What follows belongs to an exercise in optimizing a design on an open flow for small area, a short achievable clock period and few clock cycles per item; a production flow would make more cautious choices. Only simulation tests tie the RTL to the original design; equivalence was not proved.

==> inputs of zinc <==
==> flow/design.v (excerpt) <==
module rgb_to_hsv_converter (
    input  logic        i_clk,
    input  logic        i_rst_n,
    input  logic        i_valid,
    output logic        o_ready,
    input  logic [7:0]  i_red,
    input  logic [7:0]  i_green,
    input  logic [7:0]  i_blue,
    output logic        o_valid,
    input  logic        i_ready,
    output logic [15:0] o_hue,
    output logic [15:0] o_saturation,
    output logic [7:0]  o_value
);
Settings: LEC_CHECK=0, CAP_MARGIN=20, CORE_MARGIN=2, CORE_UTILIZATION=60, SLEW_MARGIN=20; clock period 10.0 ns.
standard.sh (not shown) runs the stock make flow with config.mk's settings and CLKGATE_MAP_FILE= SYNTH_SCRIPT=/design/flow/synth_recipe.tcl, a recipe that flattens the netlist after the stock synthesis.
==> flow/flow/run.sh <==
#!/bin/bash
# Standard synthesis, then the standard layout steps with repair_timing aiming at a
# setup slack of SETUP_MARGIN ns (the clock and constraints are the design's).
set -euo pipefail
SETUP_MARGIN=${SETUP_MARGIN:-6}
bash standard.sh synth > synth.log 2>&1
bash standard.sh SETUP_SLACK_MARGIN=$SETUP_MARGIN finish > layout.log 2>&1
==> raven (differences from zinc) <==
==> flow/run.sh (new file) <==
#!/bin/bash
# synth_recipe.tcl (not shown) runs the flow's synth.tcl, then flattens the netlist and writes it again
# the make line also repeats each setting of config.mk as NAME=value (left out here)
make -C /OpenROAD-flow-scripts/flow DESIGN_CONFIG=/design/flow/config.mk WORK_HOME=/design/flow/orfs CLKGATE_MAP_FILE= SYNTH_SCRIPT=/design/flow/synth_recipe.tcl finish
- CORE_UTILIZATION: 60 -> 40
- SETUP_SLACK_MARGIN: default -> 5
removed: flow/flow/run.sh
removed: flow/standard.sh
==> willow (differences from zinc) <==
==> flow/flow/run.sh (replaced) <==
#!/bin/bash
# Standard synthesis, then the standard layout steps with repair_timing aiming at a
# setup slack of SETUP_MARGIN ns (the clock and constraints are the design's).
set -euo pipefail
SETUP_MARGIN=${SETUP_MARGIN:-6.5}
bash standard.sh synth > synth.log 2>&1
bash standard.sh SETUP_SLACK_MARGIN=$SETUP_MARGIN finish > layout.log 2>&1
- CORE_UTILIZATION: 60 -> 65
==> tundra (differences from zinc) <==
--- a/flow/design.v
+++ b/flow/design.v
@@ -19,27 +19,31 @@
     logic       r_in_vld, r_sk_vld;
     logic [7:0] r_in_r, r_in_g, r_in_b;
     logic [7:0] r_sk_r, r_sk_g, r_sk_b;
     logic       adv;       
     logic       in_en;     
     logic       take;      
     logic [8:0] r_vld;
-    assign o_ready = !r_sk_vld;
+    logic       r_rdy, r_nov;
+    assign o_ready = r_rdy;
     assign take    = i_valid && !r_sk_vld;
     assign adv     = i_ready || !r_vld[8];
     assign in_en   = adv || !r_in_vld;
     always_ff @(posedge i_clk) begin
         if (!i_rst_n) begin
             r_in_vld <= 1'b0;
             r_sk_vld <= 1'b0;
+            r_rdy    <= 1'b1;
         end else if (in_en) begin
             r_in_vld <= r_sk_vld || take;
             r_sk_vld <= 1'b0;
+            r_rdy    <= 1'b1;
         end else if (take) begin
             r_sk_vld <= 1'b1;
+            r_rdy    <= 1'b0;
         end
     end
     always_ff @(posedge i_clk) begin
         if (in_en) begin
             r_in_r <= r_sk_vld ? r_sk_r : i_red;
             r_in_g <= r_sk_vld ? r_sk_g : i_green;
             r_in_b <= r_sk_vld ? r_sk_b : i_blue;
@@ -49,16 +53,18 @@
             r_sk_g <= i_green;
             r_sk_b <= i_blue;
         end
     end
     always_ff @(posedge i_clk) begin
         if (!i_rst_n) begin
             r_vld <= '0;
+            r_nov <= 1'b1;
         end else if (adv) begin
             r_vld <= {r_vld[7:0], r_in_vld};
+            r_nov <= !r_vld[7];
         end
     end
     logic ge_rg, ge_gr, ge_gb, ge_bg, ge_br, ge_rb;
     rhsv_ge8 u_ge_rg (.x(r_in_r), .y(r_in_g), .ge(ge_rg));
     rhsv_ge8 u_ge_gr (.x(r_in_g), .y(r_in_r), .ge(ge_gr));
     rhsv_ge8 u_ge_gb (.x(r_in_g), .y(r_in_b), .ge(ge_gb));
     rhsv_ge8 u_ge_bg (.x(r_in_b), .y(r_in_g), .ge(ge_bg));
@@ -422,15 +428,15 @@
     always_ff @(posedge i_clk) begin
         if (adv) begin
             r8_hq <= {r7_hq, d13_b, d14_b, d15_b};
             r8_sq <= {r7_sq, s14_q, s15_q} & {16{r7_mx != 8'd0}};
             r8_mx <= r7_mx;
         end
     end
-    assign o_valid      = r_vld[8];
+    assign o_valid      = !r_nov;
     assign o_hue        = r8_hq;
     assign o_saturation = r8_sq;
     assign o_value      = r8_mx;
 endmodule
 module rhsv_step (
     input  logic [7:0] rem,
     input  logic [7:0] div,
@@ -469,37 +475,14 @@
                 assign g3[i] = g2[i];
             end
         end
     endgenerate
     assign q = rem[7] | ~g3[7];
     assign nrem = sh ^ ({8{q}} & (div ^ {g3[6:0], 1'b0}));
 endmodule
-module rhsv_ge8 (
-    input  logic [7:0] x,
-    input  logic [7:0] y,
-    output logic       ge
-);
-    logic [7:0] g0, a0;
-    logic [3:0] g1, a1;
-    logic [1:0] g2, a2;
-    assign g0 = ~x & y;
-    assign a0 = ~x | y;
-    genvar i;
-    generate
-        for (i = 0; i < 4; i++) begin : g_l1
-            assign g1[i] = g0[2*i+1] | (a0[2*i+1] & g0[2*i]);
-            assign a1[i] = a0[2*i+1] & a0[2*i];
-        end
-        for (i = 0; i < 2; i++) begin : g_l2
-            assign g2[i] = g1[2*i+1] | (a1[2*i+1] & g1[2*i]);
-            assign a2[i] = a1[2*i+1] & a1[2*i];
-        end
-    endgenerate
-    assign ge = !(g2[1] | (a2[1] & g2[0]));
-endmodule
 module rhsv_sub8 (
     input  logic [7:0] x,
     input  logic [7:0] y,
     output logic [7:0] d,
     output logic       bo
 );
     logic [7:0] g0, a0, g1, a1, g2, a2, g3;
@@ -532,7 +515,30 @@
                 assign g3[i] = g2[i];
             end
         end
     endgenerate
     assign bo = g3[7];
     assign d  = x ^ (y ^ {g3[6:0], 1'b0});
 endmodule
+module rhsv_ge8 (
+    input  logic [7:0] x,
+    input  logic [7:0] y,
+    output logic       ge
+);
+    logic [7:0] g0, a0;
+    logic [3:0] g1, a1;
+    logic [1:0] g2, a2;
+    assign g0 = ~x & y;
+    assign a0 = ~x | y;
+    genvar i;
+    generate
+        for (i = 0; i < 4; i++) begin : g_l1
+            assign g1[i] = g0[2*i+1] | (a0[2*i+1] & g0[2*i]);
+            assign a1[i] = a0[2*i+1] & a0[2*i];
+        end
+        for (i = 0; i < 2; i++) begin : g_l2
+            assign g2[i] = g1[2*i+1] | (a1[2*i+1] & g1[2*i]);
+            assign a2[i] = a1[2*i+1] & a1[2*i];
+        end
+    endgenerate
+    assign ge = !(g2[1] | (a2[1] & g2[0]));
+endmodule
==> flow/flow/run.sh (replaced) <==
#!/bin/bash
# Standard synthesis, then the standard layout steps with repair_timing aiming at a
# setup slack of SETUP_MARGIN ns (the clock and constraints are the design's).
set -euo pipefail
SETUP_MARGIN=${SETUP_MARGIN:-6.6}
bash standard.sh synth > synth.log 2>&1
bash standard.sh SETUP_SLACK_MARGIN=$SETUP_MARGIN finish > layout.log 2>&1
- ABC_AREA: default -> 1
- CORE_UTILIZATION: 60 -> 70
- CTS_BUF_LIST: default -> sky130_fd_sc_hd__clkbuf_4 sky130_fd_sc_hd__clkbuf_8
==> comparison table <==
	willow	tundra	zinc	raven
Outcome	finished clean	finished clean	finished clean	finished clean
Final Util	88.62%	77.06%	71.13%	45.34%
Detail-routed net length per standard cell	24.90 µm	14.79 µm	16.76 µm	15.69 µm
Number of post-CTS setup repair buffers	328	6	58	0
Number of distinct library cell variants in the gate-level netlist after synthesis	100	54	100	100
Final Non-Filler Cells	4135	4680	3881	3990
Overall fraction of global-route tracks in use	31.98%	29.90%	23.41%	15.90%
Y dimension of the die	219.3 µm	214.5 µm	228.1 µm	278.5 µm
Origin of the worst min-delay path	r3_sq[4]	r5_hq[1]	r5_hq[0]	r4_sq[7]
Most common library cell in the layout ignoring fill and taps	sky130_fd_sc_hd__edfxtp_1	sky130_fd_sc_hd__nand2_1	sky130_fd_sc_hd__edfxtp_1	sky130_fd_sc_hd__edfxtp_1
Met3 Track Usage GR	4.241%	4.624%	3.000%	2.317%
CP Data Required Time	10.37 ns	8.00 ns	10.34 ns	10.36 ns
Post-Syn Nets	3048	4017	3048	3048
RSZ-0062 raised after global routing	true	false	true	false
Footprint of the flip-flops and latches	0.01419 mm²	0.01422 mm²	0.01419 mm²	0.01418 mm²
Testbench counts of zinc, summed over its fixed seeds: cycles 16,080, pixels 16,000.
Testbench counts of raven, summed over its fixed seeds: cycles 16,080, pixels 16,000.
Testbench counts of willow, summed over its fixed seeds: cycles 16,080, pixels 16,000.
Testbench counts of tundra, summed over its fixed seeds: cycles 16,080, pixels 16,000.

-- separate check: timing with driven ports --
How much do the figures lean on ideal ports? The routed layouts below were timed once more, with nothing changed but the port constraints.
Step 1, drivers: a clkbuf_16 drives i_clk and a buf_2 each remaining input, both assumed.
Step 2 adds t to the input delays and takes it off the output delays; t is the mean of the earliest and latest rising clock arrival at the registers after step 1. Input paths then give back, and output paths get back, about the clock's delay inside the block.
Three values: no drivers, after step 1, after step 2; two values: the first two.
| run | t (ns) | setup WS [ns] | pins driven straight from the clock port |
|---|---|---|---|
| zinc | 0.653 | 5.972 / 5.972 / 5.491 | 1 |
| raven | 0.690 | 5.429 / 5.429 / 5.429 | 1 |
| willow | 0.663 | 5.767 / 5.767 / 5.767 | 1 |
| tundra | 0.718 | 6.668 / 6.612 / 5.995 | 1 |
After both steps every run listed still meets setup and hold. For tundra, which loses most, drivers alone change the setup slack by -0.056 ns; drivers and shift together by -0.673 ns.
